This is an optimization exercise on Yosys and OpenROAD, whose aim is small area, a short achievable clock period and few clock cycles per item, not a production implementation.
In this exercise RTL edits were held to simulation tests only and were not proved equivalent to the original.

`flow/flow/run.sh`:
```
#!/bin/bash
# The standard layout, with the resizer allowed to change cell footprints and asked for
# more setup slack than the constraint needs, so that it shortens the critical paths.
set -euo pipefail
bash standard.sh synth > synth.log 2>&1
bash standard.sh MATCH_CELL_FOOTPRINT=0 SETUP_SLACK_MARGIN=8.1 finish > layout.log 2>&1
```
`flow/standard.sh`:
```
#!/bin/bash
# synth_recipe.tcl (not shown) runs the flow's synth.tcl, then flattens the netlist and writes it again
# the make line also repeats each setting of config.mk as NAME=value (left out here)
make -C /OpenROAD-flow-scripts/flow DESIGN_CONFIG=/design/flow/config.mk WORK_HOME=/design/flow/orfs CLKGATE_MAP_FILE= SYNTH_SCRIPT=/design/flow/synth_recipe.tcl "${@:-finish}"
```
`flow/config.mk`:
```
export PLATFORM = sky130hd
export DESIGN_NAME = cordic_vector
export DESIGN_NICKNAME = cordic_vector
export VERILOG_FILES = /design/flow/design.v
export SDC_FILE = /design/flow/constraint.sdc
export NUM_CORES = 4
export LEC_CHECK = 0
export CAP_MARGIN = 20
export CORE_MARGIN = 2
export CORE_UTILIZATION = 45
export CTS_CLUSTER_DIAMETER = 120
export CTS_CLUSTER_SIZE = 25
export SLEW_MARGIN = 20
```
`flow/constraint.sdc`:
```
create_clock -name core_clock -period 12.0 [get_ports {clk}]
set_input_delay 2.4000 -clock core_clock [delete_from_list [all_inputs] [get_ports {clk}]]
set_output_delay 2.4000 -clock core_clock [all_outputs]
set_load 0.01 [all_outputs]
```
`flow/design.v`:
```
module cordic_vector (
  input  logic        clk,
  input  logic        reset,
  input  logic [31:0] x_in,
  input  logic [31:0] y_in,
  input  logic        in_valid,
  output logic        in_ready,
  output logic [31:0] angle,
  output logic [31:0] magnitude,
  output logic        out_valid,
  input  logic        out_ready
);
  function automatic logic [31:0] ztab1(input logic [4:0] ztab1_k);
    ztab1 = (ztab1_k[4] ? (ztab1_k[3] ? (ztab1_k[2] ? (ztab1_k[1] ? (ztab1_k[0] ? 32'hCB4298FC : 32'hAD9631F8) : (ztab1_k[0] ? 32'hBB94DE00 : 32'h9DE876FC)) : (ztab1_k[1] ? (ztab1_k[0] ? 32'hC34D2A58 : 32'hA5A0C354) : (ztab1_k[0] ? 32'hB39F6F5C : 32'h95F30858))) : (ztab1_k[2] ? (ztab1_k[1] ? (ztab1_k[0] ? 32'h620E7CF6 : 32'h446215F2) : (ztab1_k[0] ? 32'h5260C1FA : 32'h34B45AF6)) : (ztab1_k[1] ? (ztab1_k[0] ? 32'h5A190E52 : 32'h3C6CA74E) : (ztab1_k[0] ? 32'h4A6B5356 : 32'h2CBEEC52)))) : (ztab1_k[3] ? (ztab1_k[2] ? (ztab1_k[1] ? (ztab1_k[0] ? 32'hFD868FA5 : 32'hDFDA28A1) : (ztab1_k[0] ? 32'hEDD8D4A9 : 32'hD02C6DA5)) : (ztab1_k[1] ? (ztab1_k[0] ? 32'hF5912101 : 32'hD7E4B9FD) : (ztab1_k[0] ? 32'hE5E36605 : 32'hC836FF01))) : (ztab1_k[2] ? (ztab1_k[1] ? (ztab1_k[0] ? 32'h2FCA864D : 32'h121E1F49) : (ztab1_k[0] ? 32'h201CCB51 : 32'h0270644D)) : (ztab1_k[1] ? (ztab1_k[0] ? 32'h27D517A9 : 32'h0A28B0A5) : (ztab1_k[0] ? 32'h18275CAD : 32'hFA7AF5A9)))));
  endfunction
  function automatic logic [31:0] ztab2(input logic [2:0] ztab2_k);
    ztab2 = (ztab2_k[2] ? (ztab2_k[1] ? (ztab2_k[0] ? 32'h06FE7B7A : 32'h02FFD004) : (ztab2_k[0] ? 32'h04FEA620 : 32'h00FFFAAA)) : (ztab2_k[1] ? (ztab2_k[0] ? 32'h05FE80D0 : 32'h01FFD55A) : (ztab2_k[0] ? 32'h03FEAB76 : 32'h00000000)));
  endfunction
  function automatic logic [31:0] ztab3(input logic [3:0] ztab3_k);
    ztab3 = (ztab3_k[3] ? (ztab3_k[2] ? (ztab3_k[1] ? (ztab3_k[0] ? 32'h00EFFF38 : 32'h006FFFE4) : (ztab3_k[0] ? 32'h00AFFF4E : 32'h002FFFFA)) : (ztab3_k[1] ? (ztab3_k[0] ? 32'h00CFFF3C : 32'h004FFFE8) : (ztab3_k[0] ? 32'h008FFF52 : 32'h000FFFFE))) : (ztab3_k[2] ? (ztab3_k[1] ? (ztab3_k[0] ? 32'h00DFFF3A : 32'h005FFFE6) : (ztab3_k[0] ? 32'h009FFF50 : 32'h001FFFFC)) : (ztab3_k[1] ? (ztab3_k[0] ? 32'h00BFFF3E : 32'h003FFFEA) : (ztab3_k[0] ? 32'h007FFF54 : 32'h00000000))));
  endfunction
  logic en;   
  logic        v0, sx0, sy0;
  logic [31:0] xa0, ya0;
  always_ff @(posedge clk or negedge reset)
    if (!reset) v0 <= 1'b0;
    else if (en) v0 <= in_valid;
  always_ff @(posedge clk) if (en) begin
    sx0 <= x_in[31];
    sy0 <= y_in[31];
    xa0 <= (x_in ^ {32{x_in[31]}}) + {31'b0, x_in[31]};
    ya0 <= (y_in ^ {32{y_in[31]}}) + {31'b0, y_in[31]};
  end
  logic sx1, sy1, m1;
  logic [32:0] x_1_1;
  logic [33:0] y_1_1;
  assign sx1 = sx0;
  assign sy1 = sy0;
  cv_add #(.W(33)) u_x1_0 (.a({1'b0, xa0}), .b({1'b0, ya0}), .ci(1'b0), .s(x_1_1));
  assign m1 = (sx1 == sy1);
  cv_add #(.W(34)) u_y1_0 (.a(({2'b0, xa0} ^ {34{m1}})), .b(({2'b0, ya0} ^ {34{~m1}})), .ci(1'b1), .s(y_1_1));
  logic v1;
  logic [32:0] x1;
  logic [33:0] y1;
  logic [1:0] q1;
  always_ff @(posedge clk or negedge reset)
    if (!reset) v1 <= 1'b0;
    else if (en) v1 <= v0;
  always_ff @(posedge clk) if (en) begin
    x1 <= x_1_1;
    y1 <= y_1_1;
    q1 <= {sx1, sy1};
  end
  logic d1;
  assign d1 = ~y1[33];
  logic [33:0] ye_2_1;
  assign ye_2_1 = y1[33:0];
  logic [32:0] x_2_2;
  cv_add #(.W(33)) u_x2_1 (.a(x1), .b((ye_2_1[33:1] ^ {33{~d1}})), .ci(~d1), .s(x_2_2));
  logic [32:0] xs_2_1;
  assign xs_2_1 = {1'b0, x1[32:1]};
  logic [32:0] y_2_2;
  cv_add #(.W(33)) u_y2_1 (.a(y1[32:0]), .b((xs_2_1 ^ {33{d1}})), .ci(d1), .s(y_2_2));
  logic v2;
  logic [32:0] x2;
  logic [32:0] y2;
  logic [1:0] q2;
  logic [1:1] dd2;
  always_ff @(posedge clk or negedge reset)
    if (!reset) v2 <= 1'b0;
    else if (en) v2 <= v1;
  always_ff @(posedge clk) if (en) begin
    x2 <= x_2_2;
    y2 <= y_2_2;
    q2 <= q1;
    dd2 <= {d1};
  end
  logic d2;
  assign d2 = ~y2[32];
  logic [34:0] ye_3_2;
  assign ye_3_2 = {{2{y2[32]}}, y2};
  logic [32:0] x_3_3;
  cv_add #(.W(33)) u_x3_2 (.a(x2), .b((ye_3_2[34:2] ^ {33{~d2}})), .ci(~d2), .s(x_3_3));
  logic [31:0] xs_3_2;
  assign xs_3_2 = {1'b0, x2[32:2]};
  logic [31:0] y_3_3;
  cv_add #(.W(32)) u_y3_2 (.a(y2[31:0]), .b((xs_3_2 ^ {32{d2}})), .ci(d2), .s(y_3_3));
  logic v3;
  logic [32:0] x3;
  logic [31:0] y3;
  logic [1:0] q3;
  logic [2:1] dd3;
  always_ff @(posedge clk or negedge reset)
    if (!reset) v3 <= 1'b0;
    else if (en) v3 <= v2;
  always_ff @(posedge clk) if (en) begin
    x3 <= x_3_3;
    y3 <= y_3_3;
    q3 <= q2;
    dd3 <= {d2, dd2};
  end
  logic d3;
  assign d3 = ~y3[31];
  logic [35:0] ye_4_3;
  assign ye_4_3 = {{4{y3[31]}}, y3};
  logic [32:0] x_4_4;
  cv_add #(.W(33)) u_x4_3 (.a(x3), .b((ye_4_3[35:3] ^ {33{~d3}})), .ci(~d3), .s(x_4_4));
  logic [30:0] xs_4_3;
  assign xs_4_3 = {1'b0, x3[32:3]};
  logic [30:0] y_4_4;
  cv_add #(.W(31)) u_y4_3 (.a(y3[30:0]), .b((xs_4_3 ^ {31{d3}})), .ci(d3), .s(y_4_4));
  logic v4;
  logic [32:0] x4;
  logic [30:0] y4;
  logic [1:0] q4;
  logic [3:1] dd4;
  always_ff @(posedge clk or negedge reset)
    if (!reset) v4 <= 1'b0;
    else if (en) v4 <= v3;
  always_ff @(posedge clk) if (en) begin
    x4 <= x_4_4;
    y4 <= y_4_4;
    q4 <= q3;
    dd4 <= {d3, dd3};
  end
  logic d4;
  assign d4 = ~y4[30];
  logic [36:0] ye_5_4;
  assign ye_5_4 = {{6{y4[30]}}, y4};
  logic [32:0] x_5_5;
  cv_add #(.W(33)) u_x5_4 (.a(x4), .b((ye_5_4[36:4] ^ {33{~d4}})), .ci(~d4), .s(x_5_5));
  logic [29:0] xs_5_4;
  assign xs_5_4 = {1'b0, x4[32:4]};
  logic [29:0] y_5_5;
  cv_add #(.W(30)) u_y5_4 (.a(y4[29:0]), .b((xs_5_4 ^ {30{d4}})), .ci(d4), .s(y_5_5));
  logic v5;
  logic [32:0] x5;
  logic [29:0] y5;
  logic [1:0] q5;
  logic [4:1] dd5;
  always_ff @(posedge clk or negedge reset)
    if (!reset) v5 <= 1'b0;
    else if (en) v5 <= v4;
  always_ff @(posedge clk) if (en) begin
    x5 <= x_5_5;
    y5 <= y_5_5;
    q5 <= q4;
    dd5 <= {d4, dd4};
  end
  logic d5;
  assign d5 = ~y5[29];
  logic [37:0] ye_6_5;
  assign ye_6_5 = {{8{y5[29]}}, y5};
  logic [32:0] x_6_6;
  cv_add #(.W(33)) u_x6_5 (.a(x5), .b((ye_6_5[37:5] ^ {33{~d5}})), .ci(~d5), .s(x_6_6));
  logic [28:0] xs_6_5;
  assign xs_6_5 = {1'b0, x5[32:5]};
  logic [28:0] y_6_6;
  cv_add #(.W(29)) u_y6_5 (.a(y5[28:0]), .b((xs_6_5 ^ {29{d5}})), .ci(d5), .s(y_6_6));
  logic v6;
  logic [32:0] x6;
  logic [28:0] y6;
  logic [1:0] q6;
  logic [5:1] dd6;
  always_ff @(posedge clk or negedge reset)
    if (!reset) v6 <= 1'b0;
    else if (en) v6 <= v5;
  always_ff @(posedge clk) if (en) begin
    x6 <= x_6_6;
    y6 <= y_6_6;
    q6 <= q5;
    dd6 <= {d5, dd5};
  end
  logic d6;
  assign d6 = ~y6[28];
  logic [38:0] ye_7_6;
  assign ye_7_6 = {{10{y6[28]}}, y6};
  logic [32:0] x_7_7;
  cv_add #(.W(33)) u_x7_6 (.a(x6), .b((ye_7_6[38:6] ^ {33{~d6}})), .ci(~d6), .s(x_7_7));
  logic [27:0] xs_7_6;
  assign xs_7_6 = {1'b0, x6[32:6]};
  logic [27:0] y_7_7;
  cv_add #(.W(28)) u_y7_6 (.a(y6[27:0]), .b((xs_7_6 ^ {28{d6}})), .ci(d6), .s(y_7_7));
  logic v7;
  logic [32:0] x7;
  logic [27:0] y7;
  logic [1:0] q7;
  logic [6:1] dd7;
  always_ff @(posedge clk or negedge reset)
    if (!reset) v7 <= 1'b0;
    else if (en) v7 <= v6;
  always_ff @(posedge clk) if (en) begin
    x7 <= x_7_7;
    y7 <= y_7_7;
    q7 <= q6;
    dd7 <= {d6, dd6};
  end
  logic d7;
  assign d7 = ~y7[27];
  logic [39:0] ye_8_7;
  assign ye_8_7 = {{12{y7[27]}}, y7};
  logic [32:0] x_8_8;
  cv_add #(.W(33)) u_x8_7 (.a(x7), .b((ye_8_7[39:7] ^ {33{~d7}})), .ci(~d7), .s(x_8_8));
  logic [26:0] xs_8_7;
  assign xs_8_7 = {1'b0, x7[32:7]};
  logic [26:0] y_8_8;
  cv_add #(.W(27)) u_y8_7 (.a(y7[26:0]), .b((xs_8_7 ^ {27{d7}})), .ci(d7), .s(y_8_8));
  logic v8;
  logic [32:0] x8;
  logic [26:0] y8;
  logic [1:0] q8;
  logic [7:1] dd8;
  always_ff @(posedge clk or negedge reset)
    if (!reset) v8 <= 1'b0;
    else if (en) v8 <= v7;
  always_ff @(posedge clk) if (en) begin
    x8 <= x_8_8;
    y8 <= y_8_8;
    q8 <= q7;
    dd8 <= {d7, dd7};
  end
  logic d8;
  assign d8 = ~y8[26];
  logic [40:0] ye_9_8;
  assign ye_9_8 = {{14{y8[26]}}, y8};
  logic [32:0] x_9_9;
  cv_add #(.W(33)) u_x9_8 (.a(x8), .b((ye_9_8[40:8] ^ {33{~d8}})), .ci(~d8), .s(x_9_9));
  logic [25:0] xs_9_8;
  assign xs_9_8 = {1'b0, x8[32:8]};
  logic [25:0] y_9_9;
  cv_add #(.W(26)) u_y9_8 (.a(y8[25:0]), .b((xs_9_8 ^ {26{d8}})), .ci(d8), .s(y_9_9));
  logic v9;
  logic [32:0] x9;
  logic [25:0] y9;
  logic [1:0] q9;
  logic [8:1] dd9;
  always_ff @(posedge clk or negedge reset)
    if (!reset) v9 <= 1'b0;
    else if (en) v9 <= v8;
  always_ff @(posedge clk) if (en) begin
    x9 <= x_9_9;
    y9 <= y_9_9;
    q9 <= q8;
    dd9 <= {d8, dd8};
  end
  logic d9;
  assign d9 = ~y9[25];
  logic [41:0] ye_10_9;
  assign ye_10_9 = {{16{y9[25]}}, y9};
  logic [32:0] x_10_10;
  cv_add #(.W(33)) u_x10_9 (.a(x9), .b((ye_10_9[41:9] ^ {33{~d9}})), .ci(~d9), .s(x_10_10));
  logic [24:0] xs_10_9;
  assign xs_10_9 = {1'b0, x9[32:9]};
  logic [24:0] y_10_10;
  cv_add #(.W(25)) u_y10_9 (.a(y9[24:0]), .b((xs_10_9 ^ {25{d9}})), .ci(d9), .s(y_10_10));
  logic v10;
  logic [32:0] x10;
  logic [24:0] y10;
  logic [1:0] q10;
  logic [9:1] dd10;
  always_ff @(posedge clk or negedge reset)
    if (!reset) v10 <= 1'b0;
    else if (en) v10 <= v9;
  always_ff @(posedge clk) if (en) begin
    x10 <= x_10_10;
    y10 <= y_10_10;
    q10 <= q9;
    dd10 <= {d9, dd9};
  end
  logic d10;
  assign d10 = ~y10[24];
  logic [42:0] ye_11_10;
  assign ye_11_10 = {{18{y10[24]}}, y10};
  logic [32:0] x_11_11;
  cv_add #(.W(33)) u_x11_10 (.a(x10), .b((ye_11_10[42:10] ^ {33{~d10}})), .ci(~d10), .s(x_11_11));
  logic [23:0] xs_11_10;
  assign xs_11_10 = {1'b0, x10[32:10]};
  logic [23:0] y_11_11;
  cv_add #(.W(24)) u_y11_10 (.a(y10[23:0]), .b((xs_11_10 ^ {24{d10}})), .ci(d10), .s(y_11_11));
  logic v11;
  logic [32:0] x11;
  logic [23:0] y11;
  logic [1:0] q11;
  logic [10:1] dd11;
  always_ff @(posedge clk or negedge reset)
    if (!reset) v11 <= 1'b0;
    else if (en) v11 <= v10;
  always_ff @(posedge clk) if (en) begin
    x11 <= x_11_11;
    y11 <= y_11_11;
    q11 <= q10;
    dd11 <= {d10, dd10};
  end
  logic d11;
  assign d11 = ~y11[23];
  logic [43:0] ye_12_11;
  assign ye_12_11 = {{20{y11[23]}}, y11};
  logic [32:0] x_12_12;
  cv_add #(.W(33)) u_x12_11 (.a(x11), .b((ye_12_11[43:11] ^ {33{~d11}})), .ci(~d11), .s(x_12_12));
  logic [22:0] xs_12_11;
  assign xs_12_11 = {1'b0, x11[32:11]};
  logic [22:0] y_12_12;
  cv_add #(.W(23)) u_y12_11 (.a(y11[22:0]), .b((xs_12_11 ^ {23{d11}})), .ci(d11), .s(y_12_12));
  logic v12;
  logic [32:0] x12;
  logic [22:0] y12;
  logic [1:0] q12;
  logic [11:1] dd12;
  always_ff @(posedge clk or negedge reset)
    if (!reset) v12 <= 1'b0;
    else if (en) v12 <= v11;
  always_ff @(posedge clk) if (en) begin
    x12 <= x_12_12;
    y12 <= y_12_12;
    q12 <= q11;
    dd12 <= {d11, dd11};
  end
  logic d12;
  assign d12 = ~y12[22];
  logic [44:0] ye_13_12;
  assign ye_13_12 = {{22{y12[22]}}, y12};
  logic [32:0] x_13_13;
  cv_add #(.W(33)) u_x13_12 (.a(x12), .b((ye_13_12[44:12] ^ {33{~d12}})), .ci(~d12), .s(x_13_13));
  logic [21:0] xs_13_12;
  assign xs_13_12 = {1'b0, x12[32:12]};
  logic [21:0] y_13_13;
  cv_add #(.W(22)) u_y13_12 (.a(y12[21:0]), .b((xs_13_12 ^ {22{d12}})), .ci(d12), .s(y_13_13));
  logic v13;
  logic [32:0] x13;
  logic [21:0] y13;
  logic [1:0] q13;
  logic [12:1] dd13;
  always_ff @(posedge clk or negedge reset)
    if (!reset) v13 <= 1'b0;
    else if (en) v13 <= v12;
  always_ff @(posedge clk) if (en) begin
    x13 <= x_13_13;
    y13 <= y_13_13;
    q13 <= q12;
    dd13 <= {d12, dd12};
  end
  logic d13;
  assign d13 = ~y13[21];
  logic [45:0] ye_14_13;
  assign ye_14_13 = {{24{y13[21]}}, y13};
  logic [32:0] x_14_14;
  cv_add #(.W(33)) u_x14_13 (.a(x13), .b((ye_14_13[45:13] ^ {33{~d13}})), .ci(~d13), .s(x_14_14));
  logic [20:0] xs_14_13;
  assign xs_14_13 = {1'b0, x13[32:13]};
  logic [20:0] y_14_14;
  cv_add #(.W(21)) u_y14_13 (.a(y13[20:0]), .b((xs_14_13 ^ {21{d13}})), .ci(d13), .s(y_14_14));
  logic v14;
  logic [32:0] x14;
  logic [20:0] y14;
  logic [1:0] q14;
  logic [13:1] dd14;
  always_ff @(posedge clk or negedge reset)
    if (!reset) v14 <= 1'b0;
    else if (en) v14 <= v13;
  always_ff @(posedge clk) if (en) begin
    x14 <= x_14_14;
    y14 <= y_14_14;
    q14 <= q13;
    dd14 <= {d13, dd13};
  end
  logic d14;
  assign d14 = ~y14[20];
  logic [46:0] ye_15_14;
  assign ye_15_14 = {{26{y14[20]}}, y14};
  logic [32:0] x_15_15;
  cv_add #(.W(33)) u_x15_14 (.a(x14), .b((ye_15_14[46:14] ^ {33{~d14}})), .ci(~d14), .s(x_15_15));
  logic [19:0] xs_15_14;
  assign xs_15_14 = {1'b0, x14[32:14]};
  logic [19:0] y_15_15;
  cv_add #(.W(20)) u_y15_14 (.a(y14[19:0]), .b((xs_15_14 ^ {20{d14}})), .ci(d14), .s(y_15_15));
  logic v15;
  logic [32:0] x15;
  logic [19:0] y15;
  logic [1:0] q15;
  logic [14:1] dd15;
  always_ff @(posedge clk or negedge reset)
    if (!reset) v15 <= 1'b0;
    else if (en) v15 <= v14;
  always_ff @(posedge clk) if (en) begin
    x15 <= x_15_15;
    y15 <= y_15_15;
    q15 <= q14;
    dd15 <= {d14, dd14};
  end
  logic d15;
  assign d15 = ~y15[19];
  logic [47:0] ye_16_15;
  assign ye_16_15 = {{28{y15[19]}}, y15};
  logic [32:0] x_16_16;
  cv_add #(.W(33)) u_x16_15 (.a(x15), .b((ye_16_15[47:15] ^ {33{~d15}})), .ci(~d15), .s(x_16_16));
  logic [18:0] xs_16_15;
  assign xs_16_15 = {1'b0, x15[32:15]};
  logic [18:0] y_16_16;
  cv_add #(.W(19)) u_y16_15 (.a(y15[18:0]), .b((xs_16_15 ^ {19{d15}})), .ci(d15), .s(y_16_16));
  logic v16;
  logic [32:0] x16;
  logic [18:0] y16;
  logic [1:0] q16;
  logic [15:1] dd16;
  always_ff @(posedge clk or negedge reset)
    if (!reset) v16 <= 1'b0;
    else if (en) v16 <= v15;
  always_ff @(posedge clk) if (en) begin
    x16 <= x_16_16;
    y16 <= y_16_16;
    q16 <= q15;
    dd16 <= {d15, dd15};
  end
  logic d16;
  assign d16 = ~y16[18];
  logic [48:0] ye_17_16;
  assign ye_17_16 = {{30{y16[18]}}, y16};
  logic [32:0] x_17_17;
  cv_add #(.W(33)) u_x17_16 (.a(x16), .b((ye_17_16[48:16] ^ {33{~d16}})), .ci(~d16), .s(x_17_17));
  logic [17:0] xs_17_16;
  assign xs_17_16 = {1'b0, x16[32:16]};
  logic [17:0] y_17_17;
  cv_add #(.W(18)) u_y17_16 (.a(y16[17:0]), .b((xs_17_16 ^ {18{d16}})), .ci(d16), .s(y_17_17));
  logic v17;
  logic [32:0] x17;
  logic [17:0] y17;
  logic [1:0] q17;
  logic [16:1] dd17;
  always_ff @(posedge clk or negedge reset)
    if (!reset) v17 <= 1'b0;
    else if (en) v17 <= v16;
  always_ff @(posedge clk) if (en) begin
    x17 <= x_17_17;
    y17 <= y_17_17;
    q17 <= q16;
    dd17 <= {d16, dd16};
  end
  logic d17;
  assign d17 = ~y17[17];
  logic [16:0] xs_18_17;
  assign xs_18_17 = {1'b0, x17[32:17]};
  logic [16:0] y_18_18;
  cv_add #(.W(17)) u_y18_17 (.a(y17[16:0]), .b((xs_18_17 ^ {17{d17}})), .ci(d17 ^ 1'b0), .s(y_18_18));
  logic [3:0] c_18_18;
  assign c_18_18 = {3'b0, ~d17};
  logic v18;
  logic [32:0] x18;
  logic [16:0] y18;
  logic [3:0] c18;
  logic [4:0] l4n_18;
  assign l4n_18 = {1'b0, x17[3:0]} + {1'b0, c_18_18};
  logic cyr18;
  logic [1:0] q18;
  logic [17:1] dd18;
  always_ff @(posedge clk or negedge reset)
    if (!reset) v18 <= 1'b0;
    else if (en) v18 <= v17;
  always_ff @(posedge clk) if (en) begin
    x18 <= x17;
    y18 <= y_18_18;
    c18 <= c_18_18;
    cyr18 <= (&x17[17:4]) & l4n_18[4];
    q18 <= q17;
    dd18 <= {d17, dd17};
  end
  logic d18;
  assign d18 = ~y18[16];
  logic [15:0] xs_19_18;
  assign xs_19_18 = {1'b0, x18[32:18]};
  logic [15:0] y_19_19;
  cv_add #(.W(16)) u_y19_18 (.a(y18[15:0]), .b((xs_19_18 ^ {16{d18}})), .ci(d18 ^ cyr18), .s(y_19_19));
  logic [3:0] c_19_19;
  assign c_19_19 = c18 + {3'b0, ~d18};
  logic v19;
  logic [32:0] x19;
  logic [15:0] y19;
  logic [3:0] c19;
  logic [4:0] l4n_19;
  assign l4n_19 = {1'b0, x18[3:0]} + {1'b0, c_19_19};
  logic cyr19;
  logic [1:0] q19;
  logic [18:1] dd19;
  always_ff @(posedge clk or negedge reset)
    if (!reset) v19 <= 1'b0;
    else if (en) v19 <= v18;
  always_ff @(posedge clk) if (en) begin
    x19 <= x18;
    y19 <= y_19_19;
    c19 <= c_19_19;
    cyr19 <= (&x18[18:4]) & l4n_19[4];
    q19 <= q18;
    dd19 <= {d18, dd18};
  end
  logic d19;
  assign d19 = ~y19[15];
  logic [14:0] xs_20_19;
  assign xs_20_19 = {1'b0, x19[32:19]};
  logic [14:0] y_20_20;
  cv_add #(.W(15)) u_y20_19 (.a(y19[14:0]), .b((xs_20_19 ^ {15{d19}})), .ci(d19 ^ cyr19), .s(y_20_20));
  logic [3:0] c_20_20;
  assign c_20_20 = c19 + {3'b0, ~d19};
  logic v20;
  logic [32:0] x20;
  logic [14:0] y20;
  logic [3:0] c20;
  logic [4:0] l4n_20;
  assign l4n_20 = {1'b0, x19[3:0]} + {1'b0, c_20_20};
  logic cyr20;
  logic [1:0] q20;
  logic [19:1] dd20;
  always_ff @(posedge clk or negedge reset)
    if (!reset) v20 <= 1'b0;
    else if (en) v20 <= v19;
  always_ff @(posedge clk) if (en) begin
    x20 <= x19;
    y20 <= y_20_20;
    c20 <= c_20_20;
    cyr20 <= (&x19[19:4]) & l4n_20[4];
    q20 <= q19;
    dd20 <= {d19, dd19};
  end
  logic d20;
  assign d20 = ~y20[14];
  logic [13:0] xs_21_20;
  assign xs_21_20 = {1'b0, x20[32:20]};
  logic [13:0] y_21_21;
  cv_add #(.W(14)) u_y21_20 (.a(y20[13:0]), .b((xs_21_20 ^ {14{d20}})), .ci(d20 ^ cyr20), .s(y_21_21));
  logic [3:0] c_21_21;
  assign c_21_21 = c20 + {3'b0, ~d20};
  logic v21;
  logic [32:0] x21;
  logic [13:0] y21;
  logic [3:0] c21;
  logic [4:0] l4n_21;
  assign l4n_21 = {1'b0, x20[3:0]} + {1'b0, c_21_21};
  logic cyr21;
  logic [1:0] q21;
  logic [20:1] dd21;
  always_ff @(posedge clk or negedge reset)
    if (!reset) v21 <= 1'b0;
    else if (en) v21 <= v20;
  always_ff @(posedge clk) if (en) begin
    x21 <= x20;
    y21 <= y_21_21;
    c21 <= c_21_21;
    cyr21 <= (&x20[20:4]) & l4n_21[4];
    q21 <= q20;
    dd21 <= {d20, dd20};
  end
  logic d21;
  assign d21 = ~y21[13];
  logic [12:0] xs_22_21;
  assign xs_22_21 = {1'b0, x21[32:21]};
  logic [12:0] y_22_22;
  cv_add #(.W(13)) u_y22_21 (.a(y21[12:0]), .b((xs_22_21 ^ {13{d21}})), .ci(d21 ^ cyr21), .s(y_22_22));
  logic [3:0] c_22_22;
  assign c_22_22 = c21 + {3'b0, ~d21};
  logic v22;
  logic [32:0] x22;
  logic [12:0] y22;
  logic [3:0] c22;
  logic [4:0] l4n_22;
  assign l4n_22 = {1'b0, x21[3:0]} + {1'b0, c_22_22};
  logic cyr22;
  logic [1:0] q22;
  logic [21:1] dd22;
  always_ff @(posedge clk or negedge reset)
    if (!reset) v22 <= 1'b0;
    else if (en) v22 <= v21;
  always_ff @(posedge clk) if (en) begin
    x22 <= x21;
    y22 <= y_22_22;
    c22 <= c_22_22;
    cyr22 <= (&x21[21:4]) & l4n_22[4];
    q22 <= q21;
    dd22 <= {d21, dd21};
  end
  logic d22;
  assign d22 = ~y22[12];
  logic [11:0] xs_23_22;
  assign xs_23_22 = {1'b0, x22[32:22]};
  logic [11:0] y_23_23;
  cv_add #(.W(12)) u_y23_22 (.a(y22[11:0]), .b((xs_23_22 ^ {12{d22}})), .ci(d22 ^ cyr22), .s(y_23_23));
  logic [3:0] c_23_23;
  assign c_23_23 = c22 + {3'b0, ~d22};
  logic v23;
  logic [32:0] x23;
  logic [11:0] y23;
  logic [3:0] c23;
  logic [4:0] l4n_23;
  assign l4n_23 = {1'b0, x22[3:0]} + {1'b0, c_23_23};
  logic cyr23;
  logic [1:0] q23;
  logic [22:1] dd23;
  always_ff @(posedge clk or negedge reset)
    if (!reset) v23 <= 1'b0;
    else if (en) v23 <= v22;
  always_ff @(posedge clk) if (en) begin
    x23 <= x22;
    y23 <= y_23_23;
    c23 <= c_23_23;
    cyr23 <= (&x22[22:4]) & l4n_23[4];
    q23 <= q22;
    dd23 <= {d22, dd22};
  end
  logic d23;
  assign d23 = ~y23[11];
  logic [10:0] xs_24_23;
  assign xs_24_23 = {1'b0, x23[32:23]};
  logic [10:0] y_24_24;
  cv_add #(.W(11)) u_y24_23 (.a(y23[10:0]), .b((xs_24_23 ^ {11{d23}})), .ci(d23 ^ cyr23), .s(y_24_24));
  logic [3:0] c_24_24;
  assign c_24_24 = c23 + {3'b0, ~d23};
  logic v24;
  logic [32:0] x24;
  logic [10:0] y24;
  logic [3:0] c24;
  logic [4:0] l4n_24;
  assign l4n_24 = {1'b0, x23[3:0]} + {1'b0, c_24_24};
  logic cyr24;
  logic [1:0] q24;
  logic [23:1] dd24;
  always_ff @(posedge clk or negedge reset)
    if (!reset) v24 <= 1'b0;
    else if (en) v24 <= v23;
  always_ff @(posedge clk) if (en) begin
    x24 <= x23;
    y24 <= y_24_24;
    c24 <= c_24_24;
    cyr24 <= (&x23[23:4]) & l4n_24[4];
    q24 <= q23;
    dd24 <= {d23, dd23};
  end
  logic d24;
  assign d24 = ~y24[10];
  logic [9:0] xs_25_24;
  assign xs_25_24 = {1'b0, x24[32:24]};
  logic [9:0] y_25_25;
  cv_add #(.W(10)) u_y25_24 (.a(y24[9:0]), .b((xs_25_24 ^ {10{d24}})), .ci(d24 ^ cyr24), .s(y_25_25));
  logic [3:0] c_25_25;
  assign c_25_25 = c24 + {3'b0, ~d24};
  logic v25;
  logic [32:0] x25;
  logic [9:0] y25;
  logic [3:0] c25;
  logic [4:0] l4n_25;
  assign l4n_25 = {1'b0, x24[3:0]} + {1'b0, c_25_25};
  logic cyr25;
  logic [1:0] q25;
  logic [24:1] dd25;
  always_ff @(posedge clk or negedge reset)
    if (!reset) v25 <= 1'b0;
    else if (en) v25 <= v24;
  always_ff @(posedge clk) if (en) begin
    x25 <= x24;
    y25 <= y_25_25;
    c25 <= c_25_25;
    cyr25 <= (&x24[24:4]) & l4n_25[4];
    q25 <= q24;
    dd25 <= {d24, dd24};
  end
  logic d25;
  assign d25 = ~y25[9];
  logic [8:0] xs_26_25;
  assign xs_26_25 = {1'b0, x25[32:25]};
  logic [8:0] y_26_26;
  cv_add #(.W(9)) u_y26_25 (.a(y25[8:0]), .b((xs_26_25 ^ {9{d25}})), .ci(d25 ^ cyr25), .s(y_26_26));
  logic [3:0] c_26_26;
  assign c_26_26 = c25 + {3'b0, ~d25};
  logic v26;
  logic [32:0] x26;
  logic [8:0] y26;
  logic [3:0] c26;
  logic [4:0] l4n_26;
  assign l4n_26 = {1'b0, x25[3:0]} + {1'b0, c_26_26};
  logic cyr26;
  logic [1:0] q26;
  logic [25:1] dd26;
  always_ff @(posedge clk or negedge reset)
    if (!reset) v26 <= 1'b0;
    else if (en) v26 <= v25;
  always_ff @(posedge clk) if (en) begin
    x26 <= x25;
    y26 <= y_26_26;
    c26 <= c_26_26;
    cyr26 <= (&x25[25:4]) & l4n_26[4];
    q26 <= q25;
    dd26 <= {d25, dd25};
  end
  logic d26;
  assign d26 = ~y26[8];
  logic [8:0] xs_27_26;
  assign xs_27_26 = {2'b0, x26[32:26]};
  logic [8:0] y_27_27;
  cv_add #(.W(9)) u_y27_26 (.a(y26[8:0]), .b((xs_27_26 ^ {9{d26}})), .ci(d26 ^ cyr26), .s(y_27_27));
  logic [3:0] c_27_27;
  assign c_27_27 = c26 + {3'b0, ~d26};
  logic v27;
  logic [32:0] x27;
  logic [8:0] y27;
  logic [3:0] c27;
  logic [4:0] l4n_27;
  assign l4n_27 = {1'b0, x26[3:0]} + {1'b0, c_27_27};
  logic cyr27;
  logic [1:0] q27;
  logic [26:1] dd27;
  always_ff @(posedge clk or negedge reset)
    if (!reset) v27 <= 1'b0;
    else if (en) v27 <= v26;
  always_ff @(posedge clk) if (en) begin
    x27 <= x26;
    y27 <= y_27_27;
    c27 <= c_27_27;
    cyr27 <= (&x26[26:4]) & l4n_27[4];
    q27 <= q26;
    dd27 <= {d26, dd26};
  end
  logic d27;
  assign d27 = ~y27[8];
  logic [8:0] xs_28_27;
  assign xs_28_27 = {3'b0, x27[32:27]};
  logic [8:0] y_28_28;
  cv_add #(.W(9)) u_y28_27 (.a(y27[8:0]), .b((xs_28_27 ^ {9{d27}})), .ci(d27 ^ cyr27), .s(y_28_28));
  logic [3:0] c_28_28;
  assign c_28_28 = c27 + {3'b0, ~d27};
  logic v28;
  logic [32:0] x28;
  logic [8:0] y28;
  logic [3:0] c28;
  logic [4:0] l4n_28;
  assign l4n_28 = {1'b0, x27[3:0]} + {1'b0, c_28_28};
  logic cyr28;
  logic [1:0] q28;
  logic [27:1] dd28;
  always_ff @(posedge clk or negedge reset)
    if (!reset) v28 <= 1'b0;
    else if (en) v28 <= v27;
  always_ff @(posedge clk) if (en) begin
    x28 <= x27;
    y28 <= y_28_28;
    c28 <= c_28_28;
    cyr28 <= (&x27[27:4]) & l4n_28[4];
    q28 <= q27;
    dd28 <= {d27, dd27};
  end
  logic d28;
  assign d28 = ~y28[8];
  logic [8:0] xs_29_28;
  assign xs_29_28 = {4'b0, x28[32:28]};
  logic [8:0] y_29_29;
  cv_add #(.W(9)) u_y29_28 (.a(y28[8:0]), .b((xs_29_28 ^ {9{d28}})), .ci(d28 ^ cyr28), .s(y_29_29));
  logic [3:0] c_29_29;
  assign c_29_29 = c28 + {3'b0, ~d28};
  logic v29;
  logic [32:0] x29;
  logic [8:0] y29;
  logic [3:0] c29;
  logic [4:0] l4n_29;
  assign l4n_29 = {1'b0, x28[3:0]} + {1'b0, c_29_29};
  logic cyr29;
  logic [1:0] q29;
  logic [28:1] dd29;
  always_ff @(posedge clk or negedge reset)
    if (!reset) v29 <= 1'b0;
    else if (en) v29 <= v28;
  always_ff @(posedge clk) if (en) begin
    x29 <= x28;
    y29 <= y_29_29;
    c29 <= c_29_29;
    cyr29 <= (&x28[28:4]) & l4n_29[4];
    q29 <= q28;
    dd29 <= {d28, dd28};
  end
  logic d29;
  assign d29 = ~y29[8];
  logic [8:0] xs_30_29;
  assign xs_30_29 = {5'b0, x29[32:29]};
  logic [8:0] y_30_30;
  cv_add #(.W(9)) u_y30_29 (.a(y29[8:0]), .b((xs_30_29 ^ {9{d29}})), .ci(d29 ^ cyr29), .s(y_30_30));
  logic [3:0] c_30_30;
  assign c_30_30 = c29 + {3'b0, ~d29};
  logic v30;
  logic [32:0] x30;
  logic [8:0] y30;
  logic [3:0] c30;
  logic [4:0] l4n_30;
  assign l4n_30 = {1'b0, x29[3:0]} + {1'b0, c_30_30};
  logic cyr30;
  logic [1:0] q30;
  logic [29:1] dd30;
  always_ff @(posedge clk or negedge reset)
    if (!reset) v30 <= 1'b0;
    else if (en) v30 <= v29;
  always_ff @(posedge clk) if (en) begin
    x30 <= x29;
    y30 <= y_30_30;
    c30 <= c_30_30;
    cyr30 <= (&x29[29:4]) & l4n_30[4];
    q30 <= q29;
    dd30 <= {d29, dd29};
  end
  logic d30;
  assign d30 = ~y30[8];
  logic [8:0] xs_31_30;
  assign xs_31_30 = {6'b0, x30[32:30]};
  logic [8:0] y_31_31;
  cv_add #(.W(9)) u_y31_30 (.a(y30[8:0]), .b((xs_31_30 ^ {9{d30}})), .ci(d30 ^ cyr30), .s(y_31_31));
  logic [3:0] c_31_31;
  assign c_31_31 = c30 + {3'b0, ~d30};
  logic v31;
  logic [32:0] x31;
  logic [8:0] y31;
  logic [3:0] c31;
  logic [1:0] q31;
  logic [29:1] dd31;
  always_ff @(posedge clk or negedge reset)
    if (!reset) v31 <= 1'b0;
    else if (en) v31 <= v30;
  always_ff @(posedge clk) if (en) begin
    x31 <= x30;
    y31 <= y_31_31;
    c31 <= c_31_31;
    q31 <= q30;
    dd31 <= {dd30};
  end
  logic [3:0] cf;
  assign cf = c31 + {3'b0, y31[8]};
  logic [55:0] pp0;
  assign pp0 = {23'b0, ~x31} << 0;
  logic [55:0] pp3;
  assign pp3 = {23'b0, ~x31} << 3;
  logic [55:0] pp7;
  assign pp7 = {23'b0, x31} << 7;
  logic [55:0] pp9;
  assign pp9 = {23'b0, x31} << 9;
  logic [55:0] pp11;
  assign pp11 = {23'b0, ~x31} << 11;
  logic [55:0] pp14;
  assign pp14 = {23'b0, ~x31} << 14;
  logic [55:0] pp17;
  assign pp17 = {23'b0, ~x31} << 17;
  logic [55:0] pp20;
  assign pp20 = {23'b0, x31} << 20;
  logic [55:0] pp22;
  assign pp22 = {23'b0, x31} << 22;
  logic [55:0] ppc;
  assign ppc = (cf[3] ? (cf[2] ? (cf[1] ? (cf[0] ? 56'hFB6FEE04903502 : 56'hFB6FEE04427A8B) : (cf[0] ? 56'hFB6FEE03F4C014 : 56'hFB6FEE03A7059D)) : (cf[1] ? (cf[0] ? 56'hFB6FEE03594B26 : 56'hFB6FEE030B90AF) : (cf[0] ? 56'hFB6FEE02BDD638 : 56'hFB6FEE02701BC1))) : (cf[2] ? (cf[1] ? (cf[0] ? 56'hFB6FEE0222614A : 56'hFB6FEE01D4A6D3) : (cf[0] ? 56'hFB6FEE0186EC5C : 56'hFB6FEE013931E5)) : (cf[1] ? (cf[0] ? 56'hFB6FEE00EB776E : 56'hFB6FEE009DBCF7) : (cf[0] ? 56'hFB6FEE00500280 : 56'hFB6FEE00024809))));
  logic [55:0] pm_s0_0, pm_c0_0;
  assign pm_s0_0 = pp0 ^ pp3 ^ pp7;
  assign pm_c0_0 = ((pp0 & pp3) | (pp0 & pp7) | (pp3 & pp7)) << 1;
  logic [55:0] pm_s0_3, pm_c0_3;
  assign pm_s0_3 = pp9 ^ pp11 ^ pp14;
  assign pm_c0_3 = ((pp9 & pp11) | (pp9 & pp14) | (pp11 & pp14)) << 1;
  logic [55:0] pm_s0_6, pm_c0_6;
  assign pm_s0_6 = pp17 ^ pp20 ^ pp22;
  assign pm_c0_6 = ((pp17 & pp20) | (pp17 & pp22) | (pp20 & pp22)) << 1;
  logic [55:0] pm_s1_0, pm_c1_0;
  assign pm_s1_0 = pm_s0_0 ^ pm_c0_0 ^ pm_s0_3;
  assign pm_c1_0 = ((pm_s0_0 & pm_c0_0) | (pm_s0_0 & pm_s0_3) | (pm_c0_0 & pm_s0_3)) << 1;
  logic [55:0] pm_s1_3, pm_c1_3;
  assign pm_s1_3 = pm_c0_3 ^ pm_s0_6 ^ pm_c0_6;
  assign pm_c1_3 = ((pm_c0_3 & pm_s0_6) | (pm_c0_3 & pm_c0_6) | (pm_s0_6 & pm_c0_6)) << 1;
  logic [55:0] pm_s2_0, pm_c2_0;
  assign pm_s2_0 = pm_s1_0 ^ pm_c1_0 ^ pm_s1_3;
  assign pm_c2_0 = ((pm_s1_0 & pm_c1_0) | (pm_s1_0 & pm_s1_3) | (pm_c1_0 & pm_s1_3)) << 1;
  logic [55:0] pm_s3_0, pm_c3_0;
  assign pm_s3_0 = pm_s2_0 ^ pm_c2_0 ^ pm_c1_3;
  assign pm_c3_0 = ((pm_s2_0 & pm_c2_0) | (pm_s2_0 & pm_c1_3) | (pm_c2_0 & pm_c1_3)) << 1;
  logic [55:0] pm_s4_0, pm_c4_0;
  assign pm_s4_0 = pm_s3_0 ^ pm_c3_0 ^ ppc;
  assign pm_c4_0 = ((pm_s3_0 & pm_c3_0) | (pm_s3_0 & ppc) | (pm_c3_0 & ppc)) << 1;
  logic [8:0] plo;
  assign plo = {1'b0, pm_s4_0[7:0]} + {1'b0, pm_c4_0[7:0]};
  logic [31:0] mag_n, ang_n, zsum;
  logic [31:0] zt1, zt2, zt3, zb;
  assign zt1 = ztab1({q31, dd31[3:1]});
  assign zt2 = ztab2(dd31[6:4]);
  assign zt3 = ztab3(dd31[10:7]);
  assign zb = {12'b0, dd31[11], dd31[12], dd31[13], dd31[14], dd31[15], dd31[16], dd31[17],
                 dd31[18], dd31[19], dd31[20], dd31[21], dd31[22], dd31[23], dd31[24],
                 dd31[25], dd31[26], dd31[27], dd31[28], dd31[29], 1'b1};
  logic [31:0] zs_s0_0, zs_c0_0;
  assign zs_s0_0 = zt1 ^ zt2 ^ zt3;
  assign zs_c0_0 = ((zt1 & zt2) | (zt1 & zt3) | (zt2 & zt3)) << 1;
  logic [31:0] zs_s1_0, zs_c1_0;
  assign zs_s1_0 = zs_s0_0 ^ zs_c0_0 ^ zb;
  assign zs_c1_0 = ((zs_s0_0 & zs_c0_0) | (zs_s0_0 & zb) | (zs_c0_0 & zb)) << 1;
  logic vm, mc, zf;
  logic [55:8] ma, mb;
  logic [31:0] zha, zhb;
  always_ff @(posedge clk or negedge reset)
    if (!reset) vm <= 1'b0;
    else if (en) vm <= v31;
  always_ff @(posedge clk) if (en) begin
    ma <= pm_s4_0[55:8];
    mb <= pm_c4_0[55:8];
    mc <= plo[8];
    zha <= zs_s1_0;
    zhb <= zs_c1_0;
    zf <= (x31 == 33'd0);
  end
  logic [55:8] phi;
  assign phi = ma + mb + {47'b0, mc};
  assign mag_n = (phi[55:54] != 2'b00) ? 32'h7FFFFFFF : {1'b0, phi[53:23]};
  assign zsum = zha + zhb;
  assign ang_n = zf ? 32'h0 : zsum;
  logic        rv, kv;
  logic [31:0] ra, rm, ka, km;
  logic        take, incoming, load_r;
  assign en       = ~kv;
  assign take     = rv & out_ready;
  assign incoming = en & vm;
  assign load_r   = ~rv | take;
  logic        rv_d, kv_d, rdy;
  always_comb begin
    rv_d = rv;
    kv_d = kv;
    if (kv) begin
      if (take) kv_d = 1'b0;
    end else if (incoming) begin
      if (load_r) rv_d = 1'b1;
      else kv_d = 1'b1;
    end else if (take) begin
      rv_d = 1'b0;
    end
  end
  always_ff @(posedge clk or negedge reset)
    if (!reset) begin
      rv  <= 1'b0;
      kv  <= 1'b0;
    end else begin
      rv  <= rv_d;
      kv  <= kv_d;
    end
  always_ff @(posedge clk) rdy <= ~kv_d;
  always_ff @(posedge clk) begin
    if (kv ? take : load_r) begin
      ra <= kv ? ka : ang_n;
      rm <= kv ? km : mag_n;
    end
    if (~kv) begin   
      ka <= ang_n;
      km <= mag_n;
    end
  end
  assign in_ready  = rdy;
  assign out_valid = rv;
  assign angle     = ra;
  assign magnitude = rm;
endmodule
module cv_add #(
  parameter int W = 8
) (
  input  logic [W-1:0] a,
  input  logic [W-1:0] b,
  input  logic         ci,
  output logic [W-1:0] s
);
  localparam int L = (W > 32) ? 6 : (W > 16) ? 5 : (W > 8) ? 4 : (W > 4) ? 3 : (W > 2) ? 2 : 1;
  logic [(L+1)*W-1:0] g, p;
  assign p[W-1:0] = a ^ b;
  assign g[W-1:0] = (a & b) | {{(W-1){1'b0}}, (a[0] ^ b[0]) & ci};
  for (genvar l = 0; l < L; l++) begin : g_lvl
    for (genvar i = 0; i < W; i++) begin : g_bit
      if ((i >> l) & 1) begin : g_op
        localparam int J = ((i >> (l + 1)) << (l + 1)) + (1 << l) - 1;
        assign g[(l+1)*W+i] = g[l*W+i] | (p[l*W+i] & g[l*W+J]);
        assign p[(l+1)*W+i] = p[l*W+i] & p[l*W+J];
      end else begin : g_pass
        assign g[(l+1)*W+i] = g[l*W+i];
        assign p[(l+1)*W+i] = p[l*W+i];
      end
    end
  end
  if (W > 1) begin : g_sum
    assign s = p[W-1:0] ^ {g[L*W +: W-1], ci};
  end else begin : g_sum1
    assign s = p[0] ^ ci;
  end
endmodule
```
==> flow_summary.yaml, run 1 <==
run_status:
  status: "complete, no violations"
worst_setup_path:
  critPathMaxFanout: 3
  end_kind: "register"
  arrival_ns: 4.60
  worstSetupPathType: "in -> reg"
  startpoint_type: "primary input"
  required_ns: 12.67
clocking:
  insertion_delay_ns: 0.91
  cts.clk_slew.worst_paths_ns: 0.10
  clock_path_buffers: 4
  cts_buffers: 123
  postCtsHoldBufs: 0
  clockRootBuffer: "clkbuf_16"
  cts-htree-levels: 3
  cts_tree: "done"
  cts_sinks: 2594
finish:
  areaGrowthSynthToFinish_pct: 9.71
  drive_above_1_share: 0.0764
  reg_top3: "ma x48, mb x48"
  nets: 12300
  fin_util: 0.495
drt:
  via_count: 76800
  drtPass1Iterations: 6
  wl_per_cell_um: 19.0
  routed_wl_um: 282000
  drc: 0
  ant_nets: 0
  via_per_inst: 5.15
  drt_iter0_drc: 4007
sta:
  rsz0062_at_grt: "yes"
  setup_viol: 0
  fin_hold_ws_ns: 0.369
  maxSlewViolCount: 0
  maxSlewHeadroom: 0.259
  fin_crit_ns: 3.93
  fin_skew_ns: 0.0674
  post-route-period-util: 0.327
  worst_slew_pin_slew_ns: 1.11
  hold_violations: 0
  fmax_mhz: 255
  tns_ns: 0
floorplanning:
  pin_count: 134
  die-area_um2: 313000
  die_y_um: 560
  start_util: 0.451
  rows: 204
  coreArea_um2: 308000
  die_w_um: 560
placement:
  portBuffers: 133
  dp_hpwl_um: 210000
  gp_congestion: 0.862
job:
  cap_violations: 0
grt:
  grt_antenna_before_repair: 4
  grt_util_met3: 0.0195
  grt_use_met2: 0.347
  grt_util_met1: 0.195
  grt_first_pass_wirelength_um: 441000
  grt.total_usage: 0.177
  grt_max_degree: 226
  grt.overflow.total: 0
  grt_pass1_vias: 80300
  busiest_layer: "met2"
worst_hold_path:
  hold_path_class: "reg -> reg"
synthesis:
  syn-num-nets: 12000
  synth-warning-count: 1
  synth_area_per_cell_um2: 13.4
  synth-edff-count: 2494
  ys_async_sr_fraction: 0.0135
  synth_seq_cells: 2594
  ys_types: 96
  ys_seq_area_frac: 0.555
  synthFlopType: "edfxtp_1"
  syn_area_um2: 139000
  synth_cells: 10400
[logic make-up (layout without fill, tap and decap cells)]
group                    Yosys count  after routing  synth area share
AND/OR/NAND/NOR                 1890           1890            0.0676
multiplexers                      82             82           0.00644
AO/OA/AOI/OAI                   1430           1430            0.0672
XOR/XNOR                        1770           1771             0.112
buffers and inverters           1073           1476            0.0293
flip-flops                      2594           2594             0.555
adder cells (fa/ha/maj)         1536           1536             0.163
other                              0              2                 0
[final cells by class]
| class | instances | area (um^2) |
|---|---|---|
| diodes | 2 | 5.00 |
| clock inverters | 22 | 273 |
| repair buffers | 392 | 3880 |
| inverters | 884 | 3360 |
| well taps | 4120 | 5150 |
| flip-flops and latches | 2594 | 77100 |
| clock buffers | 178 | 3280 |
| fillers | 26500 | 156000 |
| multi-input cells | 6709 | 59400 |
[what timing repair did]
action                                  in CTS  in global routing
pin swaps                                   45                 93
gates cloned                                 7                 11
buffers inserted                            70                109
gates resized for setup                    394                235
endpoints found under the setup margin     963               1228
[final timing paths]
| check | start | to | slack (ns) | cells after the start |
|---|---|---|---|---|
| worst max-delay path | y_in[4] | ya0[26] | 8.07 | 11 |
| worst min-delay path | dd19[11] | dd20[11] | 0.37 | 0 |
| worst max register to register | y5[29] | x6[26] | 8.09 | 14 |
| worst min register to register | dd19[11] | dd20[11] | 0.37 | 0 |
| max in group asynchronous | reset | kv | 9.78 | 2 |
| min in group asynchronous | reset | v27 | 1.90 | 2 |
[through the flow]
stage | area, um^2 | std cells | setup slack, ns
finish | 152000 | 14900 | 8.07
global route | 152000 | 14900 | 7.92
floorplan | 139000 | 10400 | 5.14
CTS | 150000 | 14800 | 8.01
global placement | 145000 | 14500 | 6.00
detailed placement | 145000 | 14500 | 6.05
[synthesized netlist by cell type, drive strengths merged, types with 32 or more instances]
| master | instances | area share |
|---|---|---|
| nand2b | 104 | 0.0047 |
| nand4 | 122 | 0.0055 |
| o21bai | 46 | 0.0025 |
| o21a | 138 | 0.0075 |
| inv | 882 | 0.024 |
| nand3 | 163 | 0.0059 |
| a211oi | 36 | 0.0020 |
| xor2 | 720 | 0.045 |
| edfxtp | 2494 | 0.54 |
| a21boi | 38 | 0.0021 |
| fa | 464 | 0.067 |
| a31oi | 43 | 0.0020 |
| and3 | 85 | 0.0038 |
| dfxtp | 65 | 0.0094 |
| or2 | 35 | 0.0016 |
| clkbuf | 142 | 0.0038 |
| buf | 47 | 0.0016 |
| mux2 | 39 | 0.0032 |
| xnor2 | 1050 | 0.066 |
| mux2i | 41 | 0.0030 |
| dfrtp | 35 | 0.0063 |
| nor4 | 34 | 0.0016 |
| nor2 | 520 | 0.014 |
| nand2 | 379 | 0.010 |
| and2 | 49 | 0.0022 |
| nor3 | 146 | 0.0053 |
| a21o | 172 | 0.0093 |
| ha | 1072 | 0.097 |
| a21oi | 420 | 0.015 |
| o21ai | 261 | 0.0095 |
| a2bb2oi | 32 | 0.0020 |
| or3 | 37 | 0.0017 |
| nor2b | 117 | 0.0053 |
[critical path: stages]
cell and delay, ns:
dlymetal6s2s_1 0.15, or4b_4 0.56, o21ai_4 0.15, nand2_2 0.09, a21o_1 0.19, nand2b_4 0.14, or2_4 0.25, or3_4 0.33
a21oi_2 0.14, nor2_1 0.06, xor2_1 0.13
[placed cells by master (no fill, tap or decap), types with 171 or more instances in the layout]
master    count
o21ai_0     209
a21o_1      171
ha_1       1064
edfxtp_1   2494
xnor2_1    1033
nor2_1      511
fa_1        457
a21oi_1     389
xor2_1      710
inv_1       868
nand2_1     374
buf_4       191
[layer usage]
metal,wire [um],vias up
li1,-,37500
met1,109000,38000
met2,156000,975
met3,7240,393
met4,10500,4
met5,26,-
Testbench counts, summed over its fixed seeds: cycles 2,320, items 2,048.
==> run 2: changes to the inputs <==
--- a/flow/config.mk
+++ b/flow/config.mk
@@ -7,2 +7,3 @@
 export LEC_CHECK = 0
+export ABC_AREA = 1
 export CAP_MARGIN = 20
==> run 2 against run 1 <==
Sequential cell count stayed put. Non-clock buffer count is 115 lower. Critical path depth is 10 lower. Final area is 3.8% higher. Sequential share of layout area is 1.8 points lower. Final cell count is 22% higher. Critical path type is now reg -> out. Critical endpoint is now angle[3]. Largest cell class unchanged.
==> flow_summary.yaml, run 2 <==
clocking:
  cts-htree-levels: 3
  cts_tree: "done"
  clockRootBuffer: "clkbuf_16"
  cts.clk_slew.worst_paths_ns: 0.10
  cts_buffers: 124
  clock_path_buffers: 4
  postCtsHoldBufs: 0
  cts_sinks: 2594
  insertion_delay_ns: 0.94
synthesis:
  syn-num-nets: 15200
  ys_async_sr_fraction: 0.0135
  synth.area.top_cells: "edfxtp_1, ha_1, nand2_1"
  yosysMostFrequentCell: "nand2_1"
  synth_cells: 13500
  syn_area_um2: 147000
  ys_types: 73
  synthTopCellsByCount: "nand2_1, edfxtp_1, inv_1, ha_1, nor2_1"
  synth.top_cell.area_share: 0.508
  synth_area_per_cell_um2: 10.9
  synthFlopType: "edfxtp_1"
  ys_seq_area_frac: 0.523
  yosys.area.top_type: "edfxtp_1"
  synth-edff-count: 2494
  synth_seq_cells: 2594
  synth-warning-count: 1
finish:
  fin_area_um2: 158000
  drive_above_1_share: 0.0374
  areaGrowthSynthToFinish_pct: 7.30
  final_cell_mix: "nand2_1, edfxtp_1, inv_1"
  reg_top3: "ma x48, mb x48"
  stdcell_count: 18200
  final_common_cell: "nand2_1"
  nets: 15400
grt:
  grt_max_degree: 171
  grt.total_usage: 0.179
  grt_pass1_vias: 87700
  grt_antenna_before_repair: 6
  grt.overflow.total: 0
  grt_first_pass_wirelength_um: 474000
floorplanning:
  die-area_um2: 332000
  die_y_um: 576
  coreArea_um2: 327000
  die_w_um: 576
  pin_count: 134
  rows: 210
  start_util: 0.451
placement:
  dp_cells: 17900
  placed_area_um2: 154000
  dp_hpwl_um: 234000
  portBuffers: 133
  gp_congestion: 0.890
run_status:
  status: "complete, no violations"
worst_setup_path:
  worstSetupPathType: "reg -> out"
  critPathMaxFanout: 1
  end_kind: "output port"
  arrival_ns: 1.48
  crit_chain: "clkbuf_2"
  crit_slowest_cell: "edfxtp_1"
  cp_top_family: "flip-flops"
  r2r-end: "ma[21]"
  required_ns: 9.60
  crit_path_max_incr_delay_ns: 0.40
  worstSetupStartpoint: "ra[3]"
  crit_buf_inv: 1
  startpoint_type: "register"
  worst-r2r-setup-slack_ns: 8.18
  worstReg2RegStart: "x31[10]"
  reg2reg_depth: 8
sta:
  fin_skew_ns: 0.0929
  fin_crit_ns: 3.88
  maxSlewHeadroom: 0.268
  setup_viol: 0
  maxSlewViolCount: 0
  worst_slew_pin_slew_ns: 1.10
  hold_violations: 0
  tns_ns: 0
  fmax_mhz: 257
  fin_hold_ws_ns: 0.345
  post-route-period-util: 0.324
  rsz0062_at_grt: "yes"
worst_hold_path:
  hold_path_class: "reg -> reg"
  hold_path_depth: 0
  hp-start: "dd19[14]"
  holdPathEnd: "dd20[14]"
drt:
  via_count: 89800
  routed_wl_um: 300000
  ant_nets: 0
  drt_iter0_drc: 5401
  drtPass1Iterations: 6
  drc: 0
  wl_per_cell_um: 16.5
  via_per_inst: 4.93
job:
  cap_violations: 0
run 2: cell count changes in the layout (fill, tap and decap cells not counted), sizes merged, moves of 94 or more:
cell,change
buf,-94
nand2b,-104
nand2,+2202
inv,+1051
nor2,+382
nor2b,-117
xnor2,-293
nand3,+473
o21a,-126
a21o,-115
a21oi,+200
run 2: metal layers:
layer | track usage | up-vias | part of all wire
met1 | 0.217 | 42900 | 0.42
met5 | 0 | - | 0.000043
met2 | 0.337 | 1148 | 0.52
met4 | 0.0486 | 2 | 0.029
met3 | 0.0182 | 341 | 0.030
li1 | - | 45500 | -
run 2: per-stage QoR:
| step | worst slack [ns] | util |
|---|---|---|
| after floorplan | 5.09 | - |
| after global placement | 6.83 | 0.471 |
| after detailed placement | 6.82 | 0.471 |
| after CTS | 7.93 | 0.482 |
| after global routing | 8.00 | 0.484 |
| final | 8.12 | 0.484 |
run 2: worst register-to-register path: cells and delay by family (launching register included):
kind                       cells  cell delay [ns]
adders and majority gates      5             2.54
buffers and inverters          3             0.48
DFF                            1             0.58
run 2: layout make-up:
type | instances | area (um^2)
timing repair buffer | 277 | 2330
multi-input combinational | 8842 | 62400
fill | 29700 | 168000
antenna | 3 | 7.51
inverter | 1936 | 7330
clock buffer | 180 | 3360
clock inverter | 26 | 307
sequential | 2594 | 77100
tap | 4346 | 5440
run 2: cells by family after synthesis:
group	Yosys count	share of synthesized area
buffers and inverters	2112	0.0551
DFF	2594	0.523
and+or+nand+nor	4520	0.128
AOI/OAI and AO/OA	1233	0.0476
muxes	26	0.00176
xor gates and xnor gates	1527	0.0910
adders and majority gates	1536	0.154
run 2: worst max path at each step:
stage                           to  slack (ns)  cells after the start
after floorplan                c18        5.09                      3
after CTS                 angle[3]        7.93                      1
after global routing      angle[3]        8.00                      1
after detailed placement   xa0[28]        6.82                     11
final                     angle[3]        8.12                      1
after global placement     xa0[28]        6.83                     11
run 2: what timing repair did:
action | in CTS | in global routing
setup endpoints to repair | 518 | 834
cloned | 0 | 1
hold endpoints to repair | 0 | 0
pin swaps | 0 | 3
gates resized for setup | 163 | 59
buffers inserted | 5 | 69
==> run 3: changes to the inputs <==
--- a/flow/config.mk
+++ b/flow/config.mk
@@ -10,3 +10,3 @@
 export CORE_MARGIN = 2
-export CORE_UTILIZATION = 45
+export CORE_UTILIZATION = 50
 export CTS_CLUSTER_DIAMETER = 120
==> run 3 against run 2 <==
Core utilization up 5.3 points. Clock skew down 0.040 ns. Final cell count down 2.4%. Critical endpoint is now magnitude[11]. Largest cell class unchanged.
==> flow_summary.yaml, run 3 <==
run_status:
  status: "complete, no violations"
floorplanning:
  pin_count: 134
  coreArea_um2: 294000
  die-area_um2: 299000
  rows: 199
  die_y_um: 547
  die_w_um: 547
  start_util: 0.502
sta:
  hold_violations: 0
  fmax_mhz: 259
  maxSlewHeadroom: 0.339
  tns_ns: 0
  post-route-period-util: 0.322
  maxSlewViolCount: 0
  fin_crit_ns: 3.87
  setup_viol: 0
  setup_slack_ns: 8.13
  worst_slew_pin_slew_ns: 0.991
  fin_skew_ns: 0.0529
  rsz0062_at_grt: "yes"
worst_setup_path:
  worstSetupPathType: "reg -> out"
  crit_buf_inv: 1
  crit_path_max_incr_delay_ns: 0.43
  crit_slowest_cell: "edfxtp_1"
  cp_top_family: "flip-flops"
  arrival_ns: 1.47
  crit_chain: "clkbuf_2"
  end_kind: "output port"
  required_ns: 9.60
  critPathMaxFanout: 1
  startpoint_type: "register"
  worst-r2r-setup-slack_ns: 8.16
drt:
  via_per_inst: 5.22
  routed.top_layer: "met4"
  dr_wl_met2_um: 170000
  drtPass1Iterations: 6
  ant_nets: 0
  via_count: 92700
  drc: 0
  routed_wl_um: 344000
  drt_iter0_drc: 6377
  wl_per_cell_um: 19.4
  wl_met1_um: 150000
  wl_met3_um: 12800
synthesis:
  synth.top_cell.area_share: 0.508
  synthTopCellsByCount: "nand2_1, edfxtp_1, inv_1, ha_1, nor2_1"
  syn_area_um2: 147000
  synth-warning-count: 1
  synth_seq_cells: 2594
  ys_async_sr_fraction: 0.0135
  yosysMostFrequentCell: "nand2_1"
  synthFlopType: "edfxtp_1"
  ys_types: 73
  synth-edff-count: 2494
  synth.area.top_cells: "edfxtp_1, ha_1, nand2_1"
  synth_cells: 13500
  yosys.area.top_type: "edfxtp_1"
  ys_seq_area_frac: 0.523
  syn-num-nets: 15200
  synth_area_per_cell_um2: 10.9
grt:
  grt.total_usage: 0.227
  grt_antenna_before_repair: 3
  grt_max_degree: 189
  grt_pass1_vias: 91800
  grt.overflow.total: 0
  grt_first_pass_wirelength_um: 530000
worst_hold_path:
  hold_path_class: "reg -> reg"
finish:
  stdcell_count: 17800
  final_common_cell: "nand2_1"
  areaGrowthSynthToFinish_pct: 7.03
  reg_top3: "ma x48, mb x48"
  nets: 15400
  final_cell_mix: "nand2_1, edfxtp_1, inv_1"
  fin_util: 0.538
  drive_above_1_share: 0.0359
placement:
  dp_slack_ns: 6.71
  dp_hpwl_um: 270000
  portBuffers: 133
  dp_cells: 17500
  gp_congestion: 0.906
job:
  cap_violations: 0
clocking:
  cts_sinks: 2594
  cts.clk_slew.worst_paths_ns: 0.09
  cts_tree: "done"
  cts_buffers: 123
  cts-htree-levels: 3
  clock_path_buffers: 4
  clockRootBuffer: "clkbuf_16"
  insertion_delay_ns: 0.94
==> run 3: changes by cell type in the layout (fill, tap and decap cells not counted), sizes merged <==
cell / before / now
buf: 147 / 133
clkinvlp: 15 / 10
inv: 1936 / 1931
diode: 3 / 6
bufinv: 3 / 5
clkinv: 8 / 10
a21oi: 620 / 621
clkbuf: 245 / 244
clkdlybuf4s50: 65 / 64
dlymetal6s2s: 0 / 1
==> run 3: cells by family (layout without fill, tap and decap cells) <==
logic type               Yosys count  in the layout  synth area share
buffers and inverters           2112           2398            0.0551
multiplexers                      26             26           0.00176
XOR/XNOR                        1527           1527            0.0910
flip-flops                      2594           2594             0.523
AND/OR/NAND/NOR                 4520           4520             0.128
adder cells (fa/ha/maj)         1536           1536             0.154
other                              0              6                 0
AO/OA/AOI/OAI                   1233           1234            0.0476
==> run 3: metrics by stage <==
| stage | area, um^2 | hold WS, ns |
|---|---|---|
| 6_report | 158000 | 0.415 |
| 5_1_grt | 158000 | 0.424 |
| 4_1_cts | 157000 | 0.417 |
| 3_3_place_gp | 153000 | 0.400 |
| 2_1_floorplan | 147000 | 0.400 |
| 3_5_place_dp | 153000 | 0.405 |
==> run 3: area by class of cell <==
type	count	area, um^2
clock inverter	20	333
multi-input combinational	8843	62400
antenna	6	15.0
tap	3919	4900
fill	25100	136000
clock buffer	173	3320
sequential	2594	77100
inverter	1936	7320
timing repair buffer	269	2430
==> run 3: what timing repair did <==
action | 4_1_cts | 5_1_grt
pin swaps | 0 | 5
gates cloned | 0 | 6
buffers inserted | 24 | 48
setup endpoints to repair | 1158 | 1011
hold buffers | 0 | 0
resized for setup | 172 | 59
==> run 3: worst paths after layout <==
| check | start | to | cells past startpoint |
|---|---|---|---|
| min in group asynchronous | reset | v0 | 1 |
| hold reg to reg | dd24[15] | dd25[15] | 0 |
| setup reg to reg | x31[2] | ma[22] | 9 |
| max in group asynchronous | reset | kv | 1 |
| hold / removal | dd24[15] | dd25[15] | 0 |
| setup / recovery | rm[11] | magnitude[11] | 1 |
==> run 3: layer usage <==
metal	vias to the layer above	global-route usage
li1	45500	-
met3	380	0.0227
met5	-	0
met1	45100	0.299
met2	1718	0.399
met4	0	0.0638

==> what the ideal ports hide <==
No port has a modelled driver above. Below, the same layouts with a new extraction and two added sets of constraints. Step 1 (the two cells are an assumption about what drives the block):
set clk [get_ports {clk}]
set_driving_cell -lib_cell sky130_fd_sc_hd__clkbuf_16 $clk
set_driving_cell -lib_cell sky130_fd_sc_hd__buf_2 [delete_from_list [all_inputs] $clk]
Step 2, shift: input delay + t, output delay - t, t = (earliest + latest rising clock arrival at the registers) / 2. This alone moves slack from input paths to output paths. Slacks: no drivers / after step 1 / after step 2; pairs: no drivers / after step 1.
| run | t (ns) | setup slack, ns | hold slack, ns | worst setup path at the end | worst register clock-pin slew, ns |
|---|---|---|---|---|---|
| run 1 | 0.995 | 8.075 / 8.012 / 7.143 | 0.369 / 0.369 / 0.369 | input to register | 0.11 / 0.11 |
| run 2 | 1.001 | 8.116 / 8.007 / 7.277 | 0.345 / 0.345 / 0.345 | input to register | 0.11 / 0.11 |
| run 3 | 0.994 | 8.132 / 8.036 / 7.246 | 0.415 / 0.415 / 0.415 | input to register | 0.11 / 0.11 |
After both steps setup and hold are still met in every run listed. For run 1, which loses most, drivers alone change the setup slack by -0.063 ns; drivers and shift together by -0.932 ns.
